From an optimization exercise on the open Yosys and OpenROAD flow, aimed at small area, a short achievable clock period and few clock cycles per item; shortcuts taken in it are not production practice. The RTL was checked by simulation tests, not by an equivalence proof against the original design. No activity file was given, so power comes from the tool's default toggle rates.

[config.mk]
export PLATFORM = sky130hd
export DESIGN_NAME = systolic_dct_1d_param
export DESIGN_NICKNAME = systolic_dct_1d_param
export VERILOG_FILES = /design/flow/design.v
export SDC_FILE = /design/flow/constraint.sdc
export NUM_CORES = 4
export LEC_CHECK = 0
export CAP_MARGIN = 20
export CORE_MARGIN = 2
export CORE_UTILIZATION = 40
export SLEW_MARGIN = 20
[constraint.sdc]
create_clock -name core_clock -period 10.0 [get_ports {clk}]
set_input_delay 2.0000 -clock core_clock [delete_from_list [all_inputs] [get_ports {clk}]]
set_output_delay 2.0000 -clock core_clock [all_outputs]
set_load 0.01 [all_outputs]
[design.v]
module systolic_dct_1d_param #(
    parameter int N         = 8,
    parameter int DATA_W    = 16,
    parameter int COEF_W    = 16,
    parameter int FRAC_BITS = 14,
    parameter int ACC_W     = DATA_W + COEF_W + $clog2(N),
    parameter int OUT_W     = 32
) (
    input  logic                      clk,
    input  logic                      rst,
    input  logic signed [DATA_W-1:0]  in_data,
    input  logic                      in_valid,
    output logic                      in_ready,
    input  logic                      coef_we,
    input  logic [$clog2(N*N)-1:0]    coef_addr,
    input  logic signed [COEF_W-1:0]  coef_wdata,
    output logic [N*OUT_W-1:0]        out_data,
    output logic                      out_valid,
    input  logic                      out_ready,
    output logic                      done,
    output logic                      busy
);
    localparam int AW = 35;                  
    localparam int YW = AW - FRAC_BITS;      
    localparam logic [AW-1:0] INIT = 35'h555582000;
    logic [2:0]          cnt;
    logic                accept;
    logic                v1;
    logic [2:0]          n1;
    logic [15:0]         x1;
    logic                v2, first2, last2;
    logic [7:0]          one2, two2, neg2;
    logic [15:0]         cr   [8];
    logic [AW-1:0]       acc_s [8];
    logic [AW-1:0]       acc_c [8];
    logic [AW-1:0]       as_in [8];
    logic [AW-1:0]       ac_in [8];
    logic [AW-1:0]       s_nx  [8];
    logic [AW-1:0]       c_nx  [8];
    logic [YW-1:0]       y     [8];
    logic                full_acc, inflight, transfer;
    logic [15:0]         coef [64];
    logic [7:0]          b_one, b_two, b_neg;
    assign inflight = (v1 && n1 == 3'd7) || last2 || full_acc;
    assign busy     = (cnt != 3'd0) || inflight;
    assign in_ready = (cnt != 3'd0) || !out_valid || !inflight;
    assign accept   = in_valid && in_ready;
    assign transfer = full_acc && !out_valid;
    always_ff @(posedge clk) begin
        if (rst) begin
            cnt      <= '0;
            v1       <= 1'b0;
            v2       <= 1'b0;
            first2   <= 1'b0;
            last2    <= 1'b0;
            full_acc <= 1'b0;
            out_valid <= 1'b0;
            done     <= 1'b0;
        end else begin
            if (accept) cnt <= cnt + 3'd1;
            v1       <= accept;
            v2       <= v1;
            first2   <= v1 && n1 == 3'd0;
            last2    <= v1 && n1 == 3'd7;
            full_acc <= last2 || (full_acc && !transfer);
            done     <= transfer;
            if (transfer)       out_valid <= 1'b1;
            else if (out_ready) out_valid <= 1'b0;
        end
    end
    always_comb begin
        for (int j = 0; j < 8; j++) begin
            logic b2, b1, b0;
            b2 = x1[2*j+1];
            b1 = x1[2*j];
            b0 = (j == 0) ? 1'b0 : x1[2*j-1];
            b_one[j] = b1 ^ b0;
            b_two[j] = (b2 & ~b1 & ~b0) | (~b2 & b1 & b0);
            b_neg[j] = b2 & ~(b1 & b0);
        end
    end
    always_ff @(posedge clk) begin
        x1   <= in_data;
        n1   <= cnt;
        one2 <= b_one & {8{v1}};
        two2 <= b_two & {8{v1}};
        neg2 <= b_neg & {8{v1}};
        for (int k = 0; k < 8; k++) cr[k] <= coef[k*8 + n1];
    end
    always_ff @(posedge clk) begin
        if (rst) begin
            for (int i = 0; i < 64; i++) coef[i] <= '0;
        end else if (coef_we && !busy) begin
            coef[coef_addr] <= coef_wdata;
        end
    end
    for (genvar k = 0; k < 8; k++) begin : g_mac
        assign as_in[k] = first2 ? INIT : acc_s[k];
        assign ac_in[k] = first2 ? '0 : acc_c[k];
        dct_mac_tree u_tree (
            .c(cr[k]), .one(one2), .two(two2), .neg(neg2), .val(v2),
            .as_i(as_in[k]), .ac_i(ac_in[k]), .s_o(s_nx[k]), .c_o(c_nx[k])
        );
        always_ff @(posedge clk) begin
            acc_s[k] <= s_nx[k];
            acc_c[k] <= c_nx[k];
        end
        always_ff @(posedge clk) begin
            if (transfer) y[k] <= 21'((acc_s[k] + acc_c[k]) >> FRAC_BITS);
        end
        assign out_data[k*OUT_W +: OUT_W] = {{(OUT_W-YW){y[k][YW-1]}}, y[k]};
    end
endmodule
module dct_mac_tree (
    input  logic [15:0]   c,
    input  logic [7:0]    one,
    input  logic [7:0]    two,
    input  logic [7:0]    neg,
    input  logic          val,
    input  logic [34:0]   as_i,
    input  logic [34:0]   ac_i,
    output logic [34:0]   s_o,
    output logic [34:0]   c_o
);
    logic [16:0] cx;
    logic [7:0]  e;
    logic [16:0] r0;
    logic [16:0] r1;
    logic [16:0] r2;
    logic [16:0] r3;
    logic [16:0] r4;
    logic [16:0] r5;
    logic [16:0] r6;
    logic [16:0] r7;
    assign cx = {c[15], c};
    assign r0 = (({17{one[0]}} & cx) | ({17{two[0]}} & {cx[15:0], 1'b0})) ^ {17{neg[0]}};
    assign e[0] = val & ~r0[16];
    assign r1 = (({17{one[1]}} & cx) | ({17{two[1]}} & {cx[15:0], 1'b0})) ^ {17{neg[1]}};
    assign e[1] = val & ~r1[16];
    assign r2 = (({17{one[2]}} & cx) | ({17{two[2]}} & {cx[15:0], 1'b0})) ^ {17{neg[2]}};
    assign e[2] = val & ~r2[16];
    assign r3 = (({17{one[3]}} & cx) | ({17{two[3]}} & {cx[15:0], 1'b0})) ^ {17{neg[3]}};
    assign e[3] = val & ~r3[16];
    assign r4 = (({17{one[4]}} & cx) | ({17{two[4]}} & {cx[15:0], 1'b0})) ^ {17{neg[4]}};
    assign e[4] = val & ~r4[16];
    assign r5 = (({17{one[5]}} & cx) | ({17{two[5]}} & {cx[15:0], 1'b0})) ^ {17{neg[5]}};
    assign e[5] = val & ~r5[16];
    assign r6 = (({17{one[6]}} & cx) | ({17{two[6]}} & {cx[15:0], 1'b0})) ^ {17{neg[6]}};
    assign e[6] = val & ~r6[16];
    assign r7 = (({17{one[7]}} & cx) | ({17{two[7]}} & {cx[15:0], 1'b0})) ^ {17{neg[7]}};
    assign e[7] = val & ~r7[16];
    wire fs0, fc0, fs1, fc1, fs2, fc2, fs3, fc3, fs4, fc4, fs5, fc5, fs6, fc6, fs7, fc7, fs8, fc8, fs9, fc9, fs10, fc10, fs11, fc11, fs12, fc12, fs13, fc13, fs14, fc14, fs15, fc15, fs16, fc16, fs17, fc17, fs18, fc18, fs19, fc19, fs20, fc20, fs21, fc21, fs22, fc22, fs23, fc23, fs24, fc24, fs25, fc25, fs26, fc26, fs27, fc27, fs28, fc28, fs29, fc29, fs30, fc30, fs31, fc31, fs32, fc32, fs33, fc33, fs34, fc34, fs35, fc35, fs36, fc36, fs37, fc37, fs38, fc38, fs39, fc39, fs40, fc40, fs41, fc41, fs42, fc42, fs43, fc43, fs44, fc44, fs45, fc45, fs46, fc46, fs47, fc47, fs48, fc48, fs49, fc49, fs50, fc50, fs51, fc51, fs52, fc52, fs53, fc53, fs54, fc54, fs55, fc55, fs56, fc56, fs57, fc57, fs58, fc58, fs59, fc59, fs60, fc60, fs61, fc61, fs62, fc62, fs63, fc63, fs64, fc64, fs65, fc65, fs66, fc66, fs67, fc67, fs68, fc68, fs69, fc69, fs70, fc70, fs71, fc71, fs72, fc72, fs73, fc73, fs74, fc74, fs75, fc75, fs76, fc76, fs77, fc77, fs78, fc78, fs79, fc79, fs80, fc80, fs81, fc81, fs82, fc82, fs83, fc83, fs84, fc84, fs85, fc85, fs86, fc86, fs87, fc87, fs88, fc88, fs89, fc89, fs90, fc90, fs91, fc91, fs92, fc92, fs93, fc93, fs94, fc94, fs95, fc95, fs96, fc96, fs97, fc97, fs98, fc98, fs99, fc99, fs100, fc100, fs101, fc101, fs102, fc102, fs103, fc103, fs104, fc104, fs105, fc105, fs106, fc106, fs107, fc107, fs108, fc108, fs109, fc109, fs110, fc110, fs111, fc111, fs112, fc112, fs113, fc113, fs114, fc114, fs115, fc115, fs116, fc116, fs117, fc117, fs118, fc118, fs119, fc119, fs120, fc120, fs121, fc121, fs122, fc122, fs123, fc123, fs124, fc124, fs125, fc125, fs126, fc126, fs127, fc127, fs128, fc128, fs129, fc129, fs130, fc130, fs131, fc131, fs132, fc132, fs133, fc133, fs134, fc134, fs135, fc135, fs136, fc136, fs137, fc137, fs138, fc138, fs139, fc139, fs140, fc140, fs141, fc141, fs142, fc142;
    wire hs0, hc0, hs1, hc1, hs2, hc2, hs3, hc3, hs4, hc4, hs5, hc5, hs6, hc6, hs7, hc7, hs8, hc8, hs9, hc9, hs10, hc10, hs11, hc11, hs12, hc12, hs13, hc13, hs14, hc14, hs15, hc15, hs16, hc16, hs17, hc17, hs18, hc18, hs19, hc19, hs20, hc20, hs21, hc21, hs22, hc22, hs23, hc23, hs24, hc24, hs25, hc25, hs26, hc26, hs27, hc27;
    assign hs0 = ac_i[12] ^ as_i[12];
    assign hc0 = ac_i[12] & as_i[12];
    assign hs1 = ac_i[13] ^ as_i[13];
    assign hc1 = ac_i[13] & as_i[13];
    assign fs0 = ac_i[14] ^ as_i[14] ^ neg[7];
    assign fc0 = (ac_i[14] & as_i[14]) | (ac_i[14] & neg[7]) | (as_i[14] & neg[7]);
    assign hs2 = r0[14] ^ r1[12];
    assign hc2 = r0[14] & r1[12];
    assign fs1 = ac_i[15] ^ as_i[15] ^ r0[15];
    assign fc1 = (ac_i[15] & as_i[15]) | (ac_i[15] & r0[15]) | (as_i[15] & r0[15]);
    assign hs3 = r1[13] ^ r2[11];
    assign hc3 = r1[13] & r2[11];
    assign fs2 = ac_i[16] ^ as_i[16] ^ e[0];
    assign fc2 = (ac_i[16] & as_i[16]) | (ac_i[16] & e[0]) | (as_i[16] & e[0]);
    assign hs4 = r1[14] ^ r2[12];
    assign hc4 = r1[14] & r2[12];
    assign fs3 = ac_i[17] ^ as_i[17] ^ r1[15];
    assign fc3 = (ac_i[17] & as_i[17]) | (ac_i[17] & r1[15]) | (as_i[17] & r1[15]);
    assign hs5 = ac_i[18] ^ as_i[18];
    assign hc5 = ac_i[18] & as_i[18];
    assign hs6 = ac_i[6] ^ as_i[6];
    assign hc6 = ac_i[6] & as_i[6];
    assign hs7 = ac_i[7] ^ as_i[7];
    assign hc7 = ac_i[7] & as_i[7];
    assign fs4 = ac_i[8] ^ as_i[8] ^ neg[4];
    assign fc4 = (ac_i[8] & as_i[8]) | (ac_i[8] & neg[4]) | (as_i[8] & neg[4]);
    assign hs8 = r0[8] ^ r1[6];
    assign hc8 = r0[8] & r1[6];
    assign fs5 = ac_i[9] ^ as_i[9] ^ r0[9];
    assign fc5 = (ac_i[9] & as_i[9]) | (ac_i[9] & r0[9]) | (as_i[9] & r0[9]);
    assign hs9 = r1[7] ^ r2[5];
    assign hc9 = r1[7] & r2[5];
    assign fs6 = ac_i[10] ^ as_i[10] ^ neg[5];
    assign fc6 = (ac_i[10] & as_i[10]) | (ac_i[10] & neg[5]) | (as_i[10] & neg[5]);
    assign fs7 = r0[10] ^ r1[8] ^ r2[6];
    assign fc7 = (r0[10] & r1[8]) | (r0[10] & r2[6]) | (r1[8] & r2[6]);
    assign hs10 = r3[4] ^ r4[2];
    assign hc10 = r3[4] & r4[2];
    assign fs8 = ac_i[11] ^ as_i[11] ^ r0[11];
    assign fc8 = (ac_i[11] & as_i[11]) | (ac_i[11] & r0[11]) | (as_i[11] & r0[11]);
    assign fs9 = r1[9] ^ r2[7] ^ r3[5];
    assign fc9 = (r1[9] & r2[7]) | (r1[9] & r3[5]) | (r2[7] & r3[5]);
    assign hs11 = r4[3] ^ r5[1];
    assign hc11 = r4[3] & r5[1];
    assign fs10 = neg[6] ^ r0[12] ^ r1[10];
    assign fc10 = (neg[6] & r0[12]) | (neg[6] & r1[10]) | (r0[12] & r1[10]);
    assign fs11 = r2[8] ^ r3[6] ^ r4[4];
    assign fc11 = (r2[8] & r3[6]) | (r2[8] & r4[4]) | (r3[6] & r4[4]);
    assign fs12 = r5[2] ^ r6[0] ^ hs0;
    assign fc12 = (r5[2] & r6[0]) | (r5[2] & hs0) | (r6[0] & hs0);
    assign fs13 = r0[13] ^ r1[11] ^ r2[9];
    assign fc13 = (r0[13] & r1[11]) | (r0[13] & r2[9]) | (r1[11] & r2[9]);
    assign fs14 = r3[7] ^ r4[5] ^ r5[3];
    assign fc14 = (r3[7] & r4[5]) | (r3[7] & r5[3]) | (r4[5] & r5[3]);
    assign fs15 = r6[1] ^ hc0 ^ hs1;
    assign fc15 = (r6[1] & hc0) | (r6[1] & hs1) | (hc0 & hs1);
    assign fs16 = r2[10] ^ r3[8] ^ r4[6];
    assign fc16 = (r2[10] & r3[8]) | (r2[10] & r4[6]) | (r3[8] & r4[6]);
    assign fs17 = r5[4] ^ r6[2] ^ r7[0];
    assign fc17 = (r5[4] & r6[2]) | (r5[4] & r7[0]) | (r6[2] & r7[0]);
    assign fs18 = hc1 ^ hs2 ^ fs0;
    assign fc18 = (hc1 & hs2) | (hc1 & fs0) | (hs2 & fs0);
    assign fs19 = r3[9] ^ r4[7] ^ r5[5];
    assign fc19 = (r3[9] & r4[7]) | (r3[9] & r5[5]) | (r4[7] & r5[5]);
    assign fs20 = r6[3] ^ r7[1] ^ hc2;
    assign fc20 = (r6[3] & r7[1]) | (r6[3] & hc2) | (r7[1] & hc2);
    assign fs21 = hs3 ^ fc0 ^ fs1;
    assign fc21 = (hs3 & fc0) | (hs3 & fs1) | (fc0 & fs1);
    assign fs22 = r3[10] ^ r4[8] ^ r5[6];
    assign fc22 = (r3[10] & r4[8]) | (r3[10] & r5[6]) | (r4[8] & r5[6]);
    assign fs23 = r6[4] ^ r7[2] ^ hc3;
    assign fc23 = (r6[4] & r7[2]) | (r6[4] & hc3) | (r7[2] & hc3);
    assign fs24 = hs4 ^ fc1 ^ fs2;
    assign fc24 = (hs4 & fc1) | (hs4 & fs2) | (fc1 & fs2);
    assign fs25 = r2[13] ^ r3[11] ^ r4[9];
    assign fc25 = (r2[13] & r3[11]) | (r2[13] & r4[9]) | (r3[11] & r4[9]);
    assign fs26 = r5[7] ^ r6[5] ^ r7[3];
    assign fc26 = (r5[7] & r6[5]) | (r5[7] & r7[3]) | (r6[5] & r7[3]);
    assign fs27 = hc4 ^ fc2 ^ fs3;
    assign fc27 = (hc4 & fc2) | (hc4 & fs3) | (fc2 & fs3);
    assign fs28 = e[1] ^ r2[14] ^ r3[12];
    assign fc28 = (e[1] & r2[14]) | (e[1] & r3[12]) | (r2[14] & r3[12]);
    assign fs29 = r4[10] ^ r5[8] ^ r6[6];
    assign fc29 = (r4[10] & r5[8]) | (r4[10] & r6[6]) | (r5[8] & r6[6]);
    assign fs30 = r7[4] ^ hs5 ^ fc3;
    assign fc30 = (r7[4] & hs5) | (r7[4] & fc3) | (hs5 & fc3);
    assign fs31 = ac_i[19] ^ as_i[19] ^ r2[15];
    assign fc31 = (ac_i[19] & as_i[19]) | (ac_i[19] & r2[15]) | (as_i[19] & r2[15]);
    assign fs32 = r3[13] ^ r4[11] ^ r5[9];
    assign fc32 = (r3[13] & r4[11]) | (r3[13] & r5[9]) | (r4[11] & r5[9]);
    assign fs33 = r6[7] ^ r7[5] ^ hc5;
    assign fc33 = (r6[7] & r7[5]) | (r6[7] & hc5) | (r7[5] & hc5);
    assign fs34 = ac_i[20] ^ as_i[20] ^ e[2];
    assign fc34 = (ac_i[20] & as_i[20]) | (ac_i[20] & e[2]) | (as_i[20] & e[2]);
    assign fs35 = r3[14] ^ r4[12] ^ r5[10];
    assign fc35 = (r3[14] & r4[12]) | (r3[14] & r5[10]) | (r4[12] & r5[10]);
    assign hs12 = r6[8] ^ r7[6];
    assign hc12 = r6[8] & r7[6];
    assign fs36 = ac_i[21] ^ as_i[21] ^ r3[15];
    assign fc36 = (ac_i[21] & as_i[21]) | (ac_i[21] & r3[15]) | (as_i[21] & r3[15]);
    assign fs37 = r4[13] ^ r5[11] ^ r6[9];
    assign fc37 = (r4[13] & r5[11]) | (r4[13] & r6[9]) | (r5[11] & r6[9]);
    assign fs38 = ac_i[22] ^ as_i[22] ^ e[3];
    assign fc38 = (ac_i[22] & as_i[22]) | (ac_i[22] & e[3]) | (as_i[22] & e[3]);
    assign hs13 = r4[14] ^ r5[12];
    assign hc13 = r4[14] & r5[12];
    assign fs39 = ac_i[23] ^ as_i[23] ^ r4[15];
    assign fc39 = (ac_i[23] & as_i[23]) | (ac_i[23] & r4[15]) | (as_i[23] & r4[15]);
    assign hs14 = ac_i[24] ^ as_i[24];
    assign hc14 = ac_i[24] & as_i[24];
    assign hs15 = ac_i[2] ^ as_i[2];
    assign hc15 = ac_i[2] & as_i[2];
    assign hs16 = ac_i[3] ^ as_i[3];
    assign hc16 = ac_i[3] & as_i[3];
    assign fs40 = ac_i[4] ^ as_i[4] ^ neg[2];
    assign fc40 = (ac_i[4] & as_i[4]) | (ac_i[4] & neg[2]) | (as_i[4] & neg[2]);
    assign hs17 = r0[4] ^ r1[2];
    assign hc17 = r0[4] & r1[2];
    assign fs41 = ac_i[5] ^ as_i[5] ^ r0[5];
    assign fc41 = (ac_i[5] & as_i[5]) | (ac_i[5] & r0[5]) | (as_i[5] & r0[5]);
    assign hs18 = r1[3] ^ r2[1];
    assign hc18 = r1[3] & r2[1];
    assign fs42 = neg[3] ^ r0[6] ^ r1[4];
    assign fc42 = (neg[3] & r0[6]) | (neg[3] & r1[4]) | (r0[6] & r1[4]);
    assign fs43 = r2[2] ^ r3[0] ^ hs6;
    assign fc43 = (r2[2] & r3[0]) | (r2[2] & hs6) | (r3[0] & hs6);
    assign fs44 = r0[7] ^ r1[5] ^ r2[3];
    assign fc44 = (r0[7] & r1[5]) | (r0[7] & r2[3]) | (r1[5] & r2[3]);
    assign fs45 = r3[1] ^ hc6 ^ hs7;
    assign fc45 = (r3[1] & hc6) | (r3[1] & hs7) | (hc6 & hs7);
    assign fs46 = r2[4] ^ r3[2] ^ r4[0];
    assign fc46 = (r2[4] & r3[2]) | (r2[4] & r4[0]) | (r3[2] & r4[0]);
    assign fs47 = hc7 ^ hs8 ^ fs4;
    assign fc47 = (hc7 & hs8) | (hc7 & fs4) | (hs8 & fs4);
    assign fs48 = r3[3] ^ r4[1] ^ hc8;
    assign fc48 = (r3[3] & r4[1]) | (r3[3] & hc8) | (r4[1] & hc8);
    assign fs49 = hs9 ^ fc4 ^ fs5;
    assign fc49 = (hs9 & fc4) | (hs9 & fs5) | (fc4 & fs5);
    assign fs50 = r5[0] ^ hc9 ^ hs10;
    assign fc50 = (r5[0] & hc9) | (r5[0] & hs10) | (hc9 & hs10);
    assign fs51 = fc5 ^ fs6 ^ fs7;
    assign fc51 = (fc5 & fs6) | (fc5 & fs7) | (fs6 & fs7);
    assign fs52 = hc10 ^ hs11 ^ fc6;
    assign fc52 = (hc10 & hs11) | (hc10 & fc6) | (hs11 & fc6);
    assign fs53 = fc7 ^ fs8 ^ fs9;
    assign fc53 = (fc7 & fs8) | (fc7 & fs9) | (fs8 & fs9);
    assign fs54 = hc11 ^ fc8 ^ fc9;
    assign fc54 = (hc11 & fc8) | (hc11 & fc9) | (fc8 & fc9);
    assign fs55 = fs10 ^ fs11 ^ fs12;
    assign fc55 = (fs10 & fs11) | (fs10 & fs12) | (fs11 & fs12);
    assign fs56 = fc10 ^ fc11 ^ fs13;
    assign fc56 = (fc10 & fc11) | (fc10 & fs13) | (fc11 & fs13);
    assign fs57 = fs14 ^ fc12 ^ fs15;
    assign fc57 = (fs14 & fc12) | (fs14 & fs15) | (fc12 & fs15);
    assign fs58 = fc13 ^ fc14 ^ fs16;
    assign fc58 = (fc13 & fc14) | (fc13 & fs16) | (fc14 & fs16);
    assign fs59 = fs17 ^ fc15 ^ fs18;
    assign fc59 = (fs17 & fc15) | (fs17 & fs18) | (fc15 & fs18);
    assign fs60 = fc16 ^ fc17 ^ fs19;
    assign fc60 = (fc16 & fc17) | (fc16 & fs19) | (fc17 & fs19);
    assign fs61 = fs20 ^ fc18 ^ fs21;
    assign fc61 = (fs20 & fc18) | (fs20 & fs21) | (fc18 & fs21);
    assign fs62 = fc19 ^ fs22 ^ fc20;
    assign fc62 = (fc19 & fs22) | (fc19 & fc20) | (fs22 & fc20);
    assign fs63 = fs23 ^ fc21 ^ fs24;
    assign fc63 = (fs23 & fc21) | (fs23 & fs24) | (fc21 & fs24);
    assign fs64 = fc22 ^ fs25 ^ fs26;
    assign fc64 = (fc22 & fs25) | (fc22 & fs26) | (fs25 & fs26);
    assign fs65 = fc23 ^ fc24 ^ fs27;
    assign fc65 = (fc23 & fc24) | (fc23 & fs27) | (fc24 & fs27);
    assign fs66 = fc25 ^ fc26 ^ fs28;
    assign fc66 = (fc25 & fc26) | (fc25 & fs28) | (fc26 & fs28);
    assign fs67 = fs29 ^ fc27 ^ fs30;
    assign fc67 = (fs29 & fc27) | (fs29 & fs30) | (fc27 & fs30);
    assign fs68 = fc28 ^ fc29 ^ fs31;
    assign fc68 = (fc28 & fc29) | (fc28 & fs31) | (fc29 & fs31);
    assign fs69 = fs32 ^ fs33 ^ fc30;
    assign fc69 = (fs32 & fs33) | (fs32 & fc30) | (fs33 & fc30);
    assign fs70 = hs12 ^ fc31 ^ fc32;
    assign fc70 = (hs12 & fc31) | (hs12 & fc32) | (fc31 & fc32);
    assign fs71 = fc33 ^ fs34 ^ fs35;
    assign fc71 = (fc33 & fs34) | (fc33 & fs35) | (fs34 & fs35);
    assign fs72 = r7[7] ^ hc12 ^ fc34;
    assign fc72 = (r7[7] & hc12) | (r7[7] & fc34) | (hc12 & fc34);
    assign fs73 = fc35 ^ fs36 ^ fs37;
    assign fc73 = (fc35 & fs36) | (fc35 & fs37) | (fs36 & fs37);
    assign fs74 = r6[10] ^ r7[8] ^ hs13;
    assign fc74 = (r6[10] & r7[8]) | (r6[10] & hs13) | (r7[8] & hs13);
    assign fs75 = fc36 ^ fc37 ^ fs38;
    assign fc75 = (fc36 & fc37) | (fc36 & fs38) | (fc37 & fs38);
    assign fs76 = r5[13] ^ r6[11] ^ r7[9];
    assign fc76 = (r5[13] & r6[11]) | (r5[13] & r7[9]) | (r6[11] & r7[9]);
    assign fs77 = hc13 ^ fc38 ^ fs39;
    assign fc77 = (hc13 & fc38) | (hc13 & fs39) | (fc38 & fs39);
    assign fs78 = e[4] ^ r5[14] ^ r6[12];
    assign fc78 = (e[4] & r5[14]) | (e[4] & r6[12]) | (r5[14] & r6[12]);
    assign fs79 = r7[10] ^ hs14 ^ fc39;
    assign fc79 = (r7[10] & hs14) | (r7[10] & fc39) | (hs14 & fc39);
    assign fs80 = ac_i[25] ^ as_i[25] ^ r5[15];
    assign fc80 = (ac_i[25] & as_i[25]) | (ac_i[25] & r5[15]) | (as_i[25] & r5[15]);
    assign fs81 = r6[13] ^ r7[11] ^ hc14;
    assign fc81 = (r6[13] & r7[11]) | (r6[13] & hc14) | (r7[11] & hc14);
    assign fs82 = ac_i[26] ^ as_i[26] ^ e[5];
    assign fc82 = (ac_i[26] & as_i[26]) | (ac_i[26] & e[5]) | (as_i[26] & e[5]);
    assign hs19 = r6[14] ^ r7[12];
    assign hc19 = r6[14] & r7[12];
    assign fs83 = ac_i[27] ^ as_i[27] ^ r6[15];
    assign fc83 = (ac_i[27] & as_i[27]) | (ac_i[27] & r6[15]) | (as_i[27] & r6[15]);
    assign hs20 = ac_i[28] ^ as_i[28];
    assign hc20 = ac_i[28] & as_i[28];
    assign hs21 = ac_i[0] ^ as_i[0];
    assign hc21 = ac_i[0] & as_i[0];
    assign hs22 = ac_i[1] ^ as_i[1];
    assign hc22 = ac_i[1] & as_i[1];
    assign fs84 = neg[1] ^ r0[2] ^ r1[0];
    assign fc84 = (neg[1] & r0[2]) | (neg[1] & r1[0]) | (r0[2] & r1[0]);
    assign fs85 = r0[3] ^ r1[1] ^ hc15;
    assign fc85 = (r0[3] & r1[1]) | (r0[3] & hc15) | (r1[1] & hc15);
    assign fs86 = r2[0] ^ hc16 ^ hs17;
    assign fc86 = (r2[0] & hc16) | (r2[0] & hs17) | (hc16 & hs17);
    assign fs87 = hc17 ^ hs18 ^ fc40;
    assign fc87 = (hc17 & hs18) | (hc17 & fc40) | (hs18 & fc40);
    assign fs88 = hc18 ^ fc41 ^ fs42;
    assign fc88 = (hc18 & fc41) | (hc18 & fs42) | (fc41 & fs42);
    assign fs89 = fc42 ^ fs44 ^ fc43;
    assign fc89 = (fc42 & fs44) | (fc42 & fc43) | (fs44 & fc43);
    assign fs90 = fc44 ^ fs46 ^ fc45;
    assign fc90 = (fc44 & fs46) | (fc44 & fc45) | (fs46 & fc45);
    assign fs91 = fc46 ^ fs48 ^ fc47;
    assign fc91 = (fc46 & fs48) | (fc46 & fc47) | (fs48 & fc47);
    assign fs92 = fc48 ^ fs50 ^ fc49;
    assign fc92 = (fc48 & fs50) | (fc48 & fc49) | (fs50 & fc49);
    assign fs93 = fc50 ^ fs52 ^ fc51;
    assign fc93 = (fc50 & fs52) | (fc50 & fc51) | (fs52 & fc51);
    assign fs94 = fc52 ^ fc53 ^ fs54;
    assign fc94 = (fc52 & fc53) | (fc52 & fs54) | (fc53 & fs54);
    assign fs95 = fc54 ^ fs56 ^ fc55;
    assign fc95 = (fc54 & fs56) | (fc54 & fc55) | (fs56 & fc55);
    assign fs96 = fc56 ^ fs58 ^ fc57;
    assign fc96 = (fc56 & fs58) | (fc56 & fc57) | (fs58 & fc57);
    assign fs97 = fc58 ^ fs60 ^ fc59;
    assign fc97 = (fc58 & fs60) | (fc58 & fc59) | (fs60 & fc59);
    assign fs98 = fc60 ^ fs62 ^ fc61;
    assign fc98 = (fc60 & fs62) | (fc60 & fc61) | (fs62 & fc61);
    assign fs99 = fc62 ^ fs64 ^ fc63;
    assign fc99 = (fc62 & fs64) | (fc62 & fc63) | (fs64 & fc63);
    assign fs100 = fc64 ^ fs66 ^ fc65;
    assign fc100 = (fc64 & fs66) | (fc64 & fc65) | (fs66 & fc65);
    assign fs101 = fc66 ^ fs68 ^ fc67;
    assign fc101 = (fc66 & fs68) | (fc66 & fc67) | (fs68 & fc67);
    assign fs102 = fc68 ^ fs70 ^ fs71;
    assign fc102 = (fc68 & fs70) | (fc68 & fs71) | (fs70 & fs71);
    assign fs103 = fc70 ^ fc71 ^ fs72;
    assign fc103 = (fc70 & fc71) | (fc70 & fs72) | (fc71 & fs72);
    assign fs104 = fs74 ^ fc72 ^ fc73;
    assign fc104 = (fs74 & fc72) | (fs74 & fc73) | (fc72 & fc73);
    assign fs105 = fs76 ^ fc74 ^ fc75;
    assign fc105 = (fs76 & fc74) | (fs76 & fc75) | (fc74 & fc75);
    assign fs106 = fc76 ^ fs78 ^ fc77;
    assign fc106 = (fc76 & fs78) | (fc76 & fc77) | (fs78 & fc77);
    assign fs107 = fc78 ^ fs80 ^ fs81;
    assign fc107 = (fc78 & fs80) | (fc78 & fs81) | (fs80 & fs81);
    assign fs108 = hs19 ^ fc80 ^ fc81;
    assign fc108 = (hs19 & fc80) | (hs19 & fc81) | (fc80 & fc81);
    assign fs109 = r7[13] ^ hc19 ^ fc82;
    assign fc109 = (r7[13] & hc19) | (r7[13] & fc82) | (hc19 & fc82);
    assign fs110 = e[6] ^ r7[14] ^ hs20;
    assign fc110 = (e[6] & r7[14]) | (e[6] & hs20) | (r7[14] & hs20);
    assign fs111 = ac_i[29] ^ as_i[29] ^ r7[15];
    assign fc111 = (ac_i[29] & as_i[29]) | (ac_i[29] & r7[15]) | (as_i[29] & r7[15]);
    assign hs23 = ac_i[30] ^ as_i[30];
    assign hc23 = ac_i[30] & as_i[30];
    assign hs24 = neg[0] ^ r0[0];
    assign hc24 = neg[0] & r0[0];
    assign fs112 = r0[1] ^ hc21 ^ hs22;
    assign fc112 = (r0[1] & hc21) | (r0[1] & hs22) | (hc21 & hs22);
    assign fs113 = hc22 ^ hs15 ^ fs84;
    assign fc113 = (hc22 & hs15) | (hc22 & fs84) | (hs15 & fs84);
    assign fs114 = hs16 ^ fc84 ^ fs85;
    assign fc114 = (hs16 & fc84) | (hs16 & fs85) | (fc84 & fs85);
    assign fs115 = fs40 ^ fc85 ^ fs86;
    assign fc115 = (fs40 & fc85) | (fs40 & fs86) | (fc85 & fs86);
    assign fs116 = fs41 ^ fc86 ^ fs87;
    assign fc116 = (fs41 & fc86) | (fs41 & fs87) | (fc86 & fs87);
    assign fs117 = fs43 ^ fc87 ^ fs88;
    assign fc117 = (fs43 & fc87) | (fs43 & fs88) | (fc87 & fs88);
    assign fs118 = fs45 ^ fc88 ^ fs89;
    assign fc118 = (fs45 & fc88) | (fs45 & fs89) | (fc88 & fs89);
    assign fs119 = fs47 ^ fc89 ^ fs90;
    assign fc119 = (fs47 & fc89) | (fs47 & fs90) | (fc89 & fs90);
    assign fs120 = fc90 ^ fs49 ^ fs91;
    assign fc120 = (fc90 & fs49) | (fc90 & fs91) | (fs49 & fs91);
    assign fs121 = fs51 ^ fc91 ^ fs92;
    assign fc121 = (fs51 & fc91) | (fs51 & fs92) | (fc91 & fs92);
    assign fs122 = fs53 ^ fc92 ^ fs93;
    assign fc122 = (fs53 & fc92) | (fs53 & fs93) | (fc92 & fs93);
    assign fs123 = fs55 ^ fc93 ^ fs94;
    assign fc123 = (fs55 & fc93) | (fs55 & fs94) | (fc93 & fs94);
    assign fs124 = fs57 ^ fc94 ^ fs95;
    assign fc124 = (fs57 & fc94) | (fs57 & fs95) | (fc94 & fs95);
    assign fs125 = fs59 ^ fc95 ^ fs96;
    assign fc125 = (fs59 & fc95) | (fs59 & fs96) | (fc95 & fs96);
    assign fs126 = fc96 ^ fs61 ^ fs97;
    assign fc126 = (fc96 & fs61) | (fc96 & fs97) | (fs61 & fs97);
    assign fs127 = fs63 ^ fc97 ^ fs98;
    assign fc127 = (fs63 & fc97) | (fs63 & fs98) | (fc97 & fs98);
    assign fs128 = fs65 ^ fc98 ^ fs99;
    assign fc128 = (fs65 & fc98) | (fs65 & fs99) | (fc98 & fs99);
    assign fs129 = fs67 ^ fc99 ^ fs100;
    assign fc129 = (fs67 & fc99) | (fs67 & fs100) | (fc99 & fs100);
    assign fs130 = fs69 ^ fc100 ^ fs101;
    assign fc130 = (fs69 & fc100) | (fs69 & fs101) | (fc100 & fs101);
    assign fs131 = fc69 ^ fs102 ^ fc101;
    assign fc131 = (fc69 & fs102) | (fc69 & fc101) | (fs102 & fc101);
    assign fs132 = fs73 ^ fc102 ^ fs103;
    assign fc132 = (fs73 & fc102) | (fs73 & fs103) | (fc102 & fs103);
    assign fs133 = fs75 ^ fc103 ^ fs104;
    assign fc133 = (fs75 & fc103) | (fs75 & fs104) | (fc103 & fs104);
    assign fs134 = fs77 ^ fc104 ^ fs105;
    assign fc134 = (fs77 & fc104) | (fs77 & fs105) | (fc104 & fs105);
    assign fs135 = fs79 ^ fc105 ^ fs106;
    assign fc135 = (fs79 & fc105) | (fs79 & fs106) | (fc105 & fs106);
    assign fs136 = fc79 ^ fs107 ^ fc106;
    assign fc136 = (fc79 & fs107) | (fc79 & fc106) | (fs107 & fc106);
    assign fs137 = fs82 ^ fc107 ^ fs108;
    assign fc137 = (fs82 & fc107) | (fs82 & fs108) | (fc107 & fs108);
    assign fs138 = fs83 ^ fc108 ^ fs109;
    assign fc138 = (fs83 & fc108) | (fs83 & fs109) | (fc108 & fs109);
    assign fs139 = fc83 ^ fs110 ^ fc109;
    assign fc139 = (fc83 & fs110) | (fc83 & fc109) | (fs110 & fc109);
    assign fs140 = hc20 ^ fs111 ^ fc110;
    assign fc140 = (hc20 & fs111) | (hc20 & fc110) | (fs111 & fc110);
    assign fs141 = e[7] ^ hs23 ^ fc111;
    assign fc141 = (e[7] & hs23) | (e[7] & fc111) | (hs23 & fc111);
    assign fs142 = ac_i[31] ^ as_i[31] ^ hc23;
    assign fc142 = (ac_i[31] & as_i[31]) | (ac_i[31] & hc23) | (as_i[31] & hc23);
    assign hs25 = ac_i[32] ^ as_i[32];
    assign hc25 = ac_i[32] & as_i[32];
    assign hs26 = ac_i[33] ^ as_i[33];
    assign hc26 = ac_i[33] & as_i[33];
    assign hs27 = ac_i[34] ^ as_i[34];
    assign hc27 = ac_i[34] & as_i[34];
    assign s_o[0] = hs21;
    assign c_o[0] = hs24;
    assign s_o[1] = hc24;
    assign c_o[1] = fs112;
    assign s_o[2] = fc112;
    assign c_o[2] = fs113;
    assign s_o[3] = fc113;
    assign c_o[3] = fs114;
    assign s_o[4] = fc114;
    assign c_o[4] = fs115;
    assign s_o[5] = fc115;
    assign c_o[5] = fs116;
    assign s_o[6] = fc116;
    assign c_o[6] = fs117;
    assign s_o[7] = fc117;
    assign c_o[7] = fs118;
    assign s_o[8] = fc118;
    assign c_o[8] = fs119;
    assign s_o[9] = fc119;
    assign c_o[9] = fs120;
    assign s_o[10] = fc120;
    assign c_o[10] = fs121;
    assign s_o[11] = fc121;
    assign c_o[11] = fs122;
    assign s_o[12] = fc122;
    assign c_o[12] = fs123;
    assign s_o[13] = fc123;
    assign c_o[13] = fs124;
    assign s_o[14] = fc124;
    assign c_o[14] = fs125;
    assign s_o[15] = fc125;
    assign c_o[15] = fs126;
    assign s_o[16] = fc126;
    assign c_o[16] = fs127;
    assign s_o[17] = fc127;
    assign c_o[17] = fs128;
    assign s_o[18] = fc128;
    assign c_o[18] = fs129;
    assign s_o[19] = fc129;
    assign c_o[19] = fs130;
    assign s_o[20] = fc130;
    assign c_o[20] = fs131;
    assign s_o[21] = fs132;
    assign c_o[21] = fc131;
    assign s_o[22] = fc132;
    assign c_o[22] = fs133;
    assign s_o[23] = fc133;
    assign c_o[23] = fs134;
    assign s_o[24] = fc134;
    assign c_o[24] = fs135;
    assign s_o[25] = fc135;
    assign c_o[25] = fs136;
    assign s_o[26] = fs137;
    assign c_o[26] = fc136;
    assign s_o[27] = fc137;
    assign c_o[27] = fs138;
    assign s_o[28] = fc138;
    assign c_o[28] = fs139;
    assign s_o[29] = fs140;
    assign c_o[29] = fc139;
    assign s_o[30] = fs141;
    assign c_o[30] = fc140;
    assign s_o[31] = fs142;
    assign c_o[31] = fc141;
    assign s_o[32] = hs25;
    assign c_o[32] = fc142;
    assign s_o[33] = hc25;
    assign c_o[33] = hs26;
    assign s_o[34] = hc26;
    assign c_o[34] = hs27;
endmodule
[run.sh]
#!/bin/bash
# synth_recipe.tcl (not shown) runs the flow's synth.tcl, then flattens the netlist and writes it again
# the make line also repeats each setting of config.mk as NAME=value (left out here)
make -C /OpenROAD-flow-scripts/flow DESIGN_CONFIG=/design/flow/config.mk WORK_HOME=/design/flow/orfs CLKGATE_MAP_FILE= SYNTH_SCRIPT=/design/flow/synth_recipe.tcl finish
==> results_tabular.tex <==
\begin{tabular}{lr}
\hline
Metric & Value \\
\hline
\multicolumn{2}{l}{\textbf{Outcome}} \\
Result of the run & finished clean \\
\multicolumn{2}{l}{\textbf{Synth}} \\
Async set-reset flop share out of synthesis & 0\% \\
Top-area cell type share of the netlist area & 27.6\% \\
Number of flip-flops and latches in the synthesized netlist & 1933 \\
Cell Area, Synth & 130000 um\^{}2 \\
Part of the Yosys area used for sequential elements & 39.0\% \\
Syn\_area\_per\_cell & 11.7 um\^{}2 \\
Most common flop cell mapped by yosys & edfxtp\_1 \\
Cell taking the most area after synthesis & edfxtp\_1 \\
EDFF count, synth & 1192 \\
Top post-synthesis cells by count & 1241 x inv\_1, 1192 x edfxtp\_1, 1136 x fa\_1 \\
Net count of the mapped netlist & 12800 \\
Synth Warn \# & 15 \\
Most numerous cell in the Yosys netlist & inv\_1 \\
Post-synth cell types & 74 \\
Largest cells by area after synthesis & edfxtp\_1 28\%, fa\_1 18\%, dfxtp\_1 11\% \\
Syn Inst Count & 11100 \\
\multicolumn{2}{l}{\textbf{Cells and area}} \\
Fill cell instance count of the final layout & 29300 \\
Number of nets in the finished design & 12400 \\
Core Util, Final & 44.1\% \\
Filler-free cell count of the finished design & 15300 \\
Seq. cell area & 50700 um\^{}2 \\
Area of all placed cells without fillers & 142000 um\^{}2 \\
Fraction of final layout cells sized beyond drive strength 1 & 9.63\% \\
Area added between synthesis and finish & 9.75\% \\
Footprint of the multi-input gates & 70300 um\^{}2 \\
\multicolumn{2}{l}{\textbf{GRT}} \\
Pin count of the biggest net entering global routing & 186 \\
Via count of the first global-routing pass & 87400 \\
Grt total ovfl & 0 \\
GRT Util Overall & 22.1\% \\
Antenna violations before repair & 30 \\
Global-route wire length before repair & 554000 um \\
\multicolumn{2}{l}{\textbf{Timing}} \\
Final TNS setup & 0 ns \\
Final hold violation count & 0 \\
Max\_slew headroom & 23.2\% \\
Slew @ Worst Pin & 1.15 ns \\
Maximum achievable frequency & 195 MHz \\
Final setup viols & 0 \\
Largest clock skew in the final design & 0.0946 ns \\
Portion of the clock cycle consumed by the worst path in the final layout & 51.3\% \\
RSZ-0062 raised after global routing & no \\
Shortest clock period the worst path allows after layout & 5.13 ns \\
WHS & 0.368 ns \\
Minimum setup slack in the final design & 4.87 ns \\
Number of max-slew violations in the final report & 0 \\
\multicolumn{2}{l}{\textbf{Placement}} \\
IO buf count & 302 \\
Area after detailed placement & 135000 um\^{}2 \\
Post-DP HPWL & 239000 um \\
Final weighted congestion in routability-driven placement & 0.861 \\
Placed Cells & 14900 \\
Pre-CTS WS & 4.04 ns \\
\multicolumn{2}{l}{\textbf{Worst setup path}} \\
Critical Path Sink Type & flip-flop \\
Flop-to-flop setup slack & 4.94 ns \\
Critical R2R Launch & neg2[4] \\
Total buffers and inverters traversed by the critical path & 1 \\
Cell family with the largest share of critical-path delay & simple AND/OR/NAND/NOR gates \\
Crit Reg-Reg Endpoint & acc\_c[4][17] \\
Arrival time reported for the critical path endpoint & 5.68 ns \\
R2R depth & 11 \\
Delay contributed by the slowest stage of the critical path & 1.06 ns \\
Most prevalent standard cell on the critical path & nor2\_1 \\
Worst Setup Start Kind & primary input \\
Worst Path Max Fanout & 17 \\
Standard cell with the maximum stage delay on the critical path & nor2\_1 \\
Data required time of the worst path & 10.55 ns \\
Cell-by-cell trace of the critical path & clkdlybuf4s50\_1 -> or3b\_1 -> nor2\_1 -> nand3\_1 -> nor2\_1 -> or2\_2 \\
Worst setup path class & primary input to flip-flop \\
\multicolumn{2}{l}{\textbf{Floorplanning}} \\
Num rows & 209 \\
Die Area & 329000 um\^{}2 \\
Starting utilization of the core area & 40.1\% \\
Die Y-Extent & 574 um \\
Floorplan die width & 574 um \\
Placeable core region & 323000 um\^{}2 \\
Ports & 303 \\
\multicolumn{2}{l}{\textbf{Power}} \\
Leakage power figure & 57.1 nW \\
Total Power & 33.5 mW \\
Total power per unit cell area & 235 nW/um\^{}2 \\
Maximum resistive drop on vdd & 0.139 mV \\
\multicolumn{2}{l}{\textbf{Clock tree}} \\
TritonCTS Sinks & 1933 \\
Later-pin clock latency in the skew report & 0.91 ns \\
TritonCTS Buffers & 222 \\
H-tree depth & 4 \\
Setup Buffers After CTS & 0 \\
Post-CTS clock slew at the launch and capture registers of the worst setup and hold paths & 0.05 ns \\
TritonCTS clock tree & done \\
Number of buffers between clock root and the deepest sink & 4 \\
Number of hold buffers added after CTS & 0 \\
Number of gates resized after CTS & 0 \\
Clk root buf & clkbuf\_16 \\
\multicolumn{2}{l}{\textbf{Routing}} \\
DRC Markers & 0 \\
Final WL & 367000 um \\
Count of nets left with antenna violations after detail routing & 0 \\
Via count & 83000 \\
Routed wirelength normalized by instance count & 24.0 um \\
Number of vias per cell & 5.43 \\
First DRT Iteration DRCs & 7691 \\
First-pass DRT Iterations & 6 \\
\multicolumn{2}{l}{\textbf{Worst hold path}} \\
Capture endpoint of the worst hold path & n1[0] \\
Cell depth of the worst hold path & 0 \\
Startpoint of the worst hold path & cnt[0] \\
Path category of the worst min-delay check & flip-flop to flip-flop \\
\multicolumn{2}{l}{\textbf{Run}} \\
Maximum capacitance violations & 0 \\
\hline
\end{tabular}
sequential cells by signal, indices dropped and copies added, names as in the netlist, 8 cells and up:
name / count
acc_c: 280
acc_s: 280
coef: 1024
cr: 128
neg2: 8
one2: 8
two2: 8
x1: 16
y: 168
final cells by class:
cell class,count,area share [%]
Clock buffer,286,4.16
Clock inverter,121,0.924
Tap cell,4325,3.80
Inverter,1244,3.29
Timing Repair Buffer,421,2.86
Sequential cell,1933,35.6
Multi-Input combinational cell,6928,49.4
Antenna cell,9,0.0158
how the worst max path moves through the flow:
stage,from,end,slack (ns),depth (start not counted)
after CTS,n1[1],in_ready,4.87,4
after floorplan,out_valid,y[0][0],1.51,1
final,coef_we,coef[55][3],4.87,6
after global placement,coef_we,coef[55][14],4.01,6
after detailed placement,coef_we,coef[55][14],4.04,6
after global routing,n1[1],in_ready,4.77,4
report_power, final:
group          leakage [nW]  internal [mW]  switching, mW
combinational          35.2           5.99           7.84
sequential             18.3           10.3           1.15
clock                  3.52           4.82           3.39
placed cells by master (no fill, tap or decap), drive strengths merged, types with 11 or more instances in the layout:
cell type / instances
nor2: 175
nor2b: 295
a31oi: 20
or2: 142
fa: 1136
nand3: 55
o21bai: 16
clkbuf: 286
and3: 52
mux4: 256
o21ai: 105
buf: 136
bufinv: 25
nor3: 24
and3b: 25
ha: 489
clkinvlp: 11
o21a: 32
nand2b: 218
xnor2: 897
dfxtp: 741
nand2: 131
inv: 1253
mux2: 136
nand4: 32
edfxtp: 1192
xor2: 285
a21oi: 201
clkinv: 76
a21o: 92
a22oi: 962
clkdlybuf4s50: 285
and2: 1046
routing by layer:
metal / wire (um) / vias to the layer above / share of wire [%] / global-route usage [%]
met4: 12400 / 32 / 3.4 / 7.21
met5: 207 / - / 0.056 / 0.0574
met3: 32500 / 729 / 8.8 / 4.45
met1: 153000 / 42400 / 42 / 29.9
li1: - / 36200 / - / -
met2: 169000 / 3661 / 46 / 35.4
cell families (layout without fill, tap and decap cells):
family                   count (synthesis)  in the layout  share of synthesized area, %
buffers and inverters                 2281           2072                          6.85
AND/OR/NAND/NOR                       2232           2232                          10.2
flip-flops                            1933           1933                          39.0
adder cells (fa/ha/maj)               1625           1625                          22.2
AO/OA/AOI/OAI                         1496           1496                          8.15
XOR/XNOR                              1182           1182                          7.97
multiplexers                           393            393                          5.63
other                                    0              9                             0
Testbench counts, summed over its fixed seeds: cycles 3,104, blocks 384.

port drivers added, routing unchanged:
The flow's constraints put no driver on any port. The routed layout listed below was extracted and timed again, unchanged, in two steps. Step 1 assumes that a clkbuf_16 drives the clock port and a buf_2 every other input. Step 2 adds t to the input delays and takes it off the output delays; t is the mean of the earliest and latest rising clock arrival at the registers after step 1. Input paths then give back, and output paths get back, about the clock's delay inside the block. a / b / c = ideal / step 1 / step 2; a / b = the first two.
shift t [ns]: 0.957
slack for setup (ns): 4.870 / 4.848 / 3.979
latest minus earliest clock arrival (ns): 0.095 / 0.095
After both steps setup and hold are still met in this run. For this run, drivers alone change the setup slack by -0.022 ns; drivers and shift together by -0.891 ns.
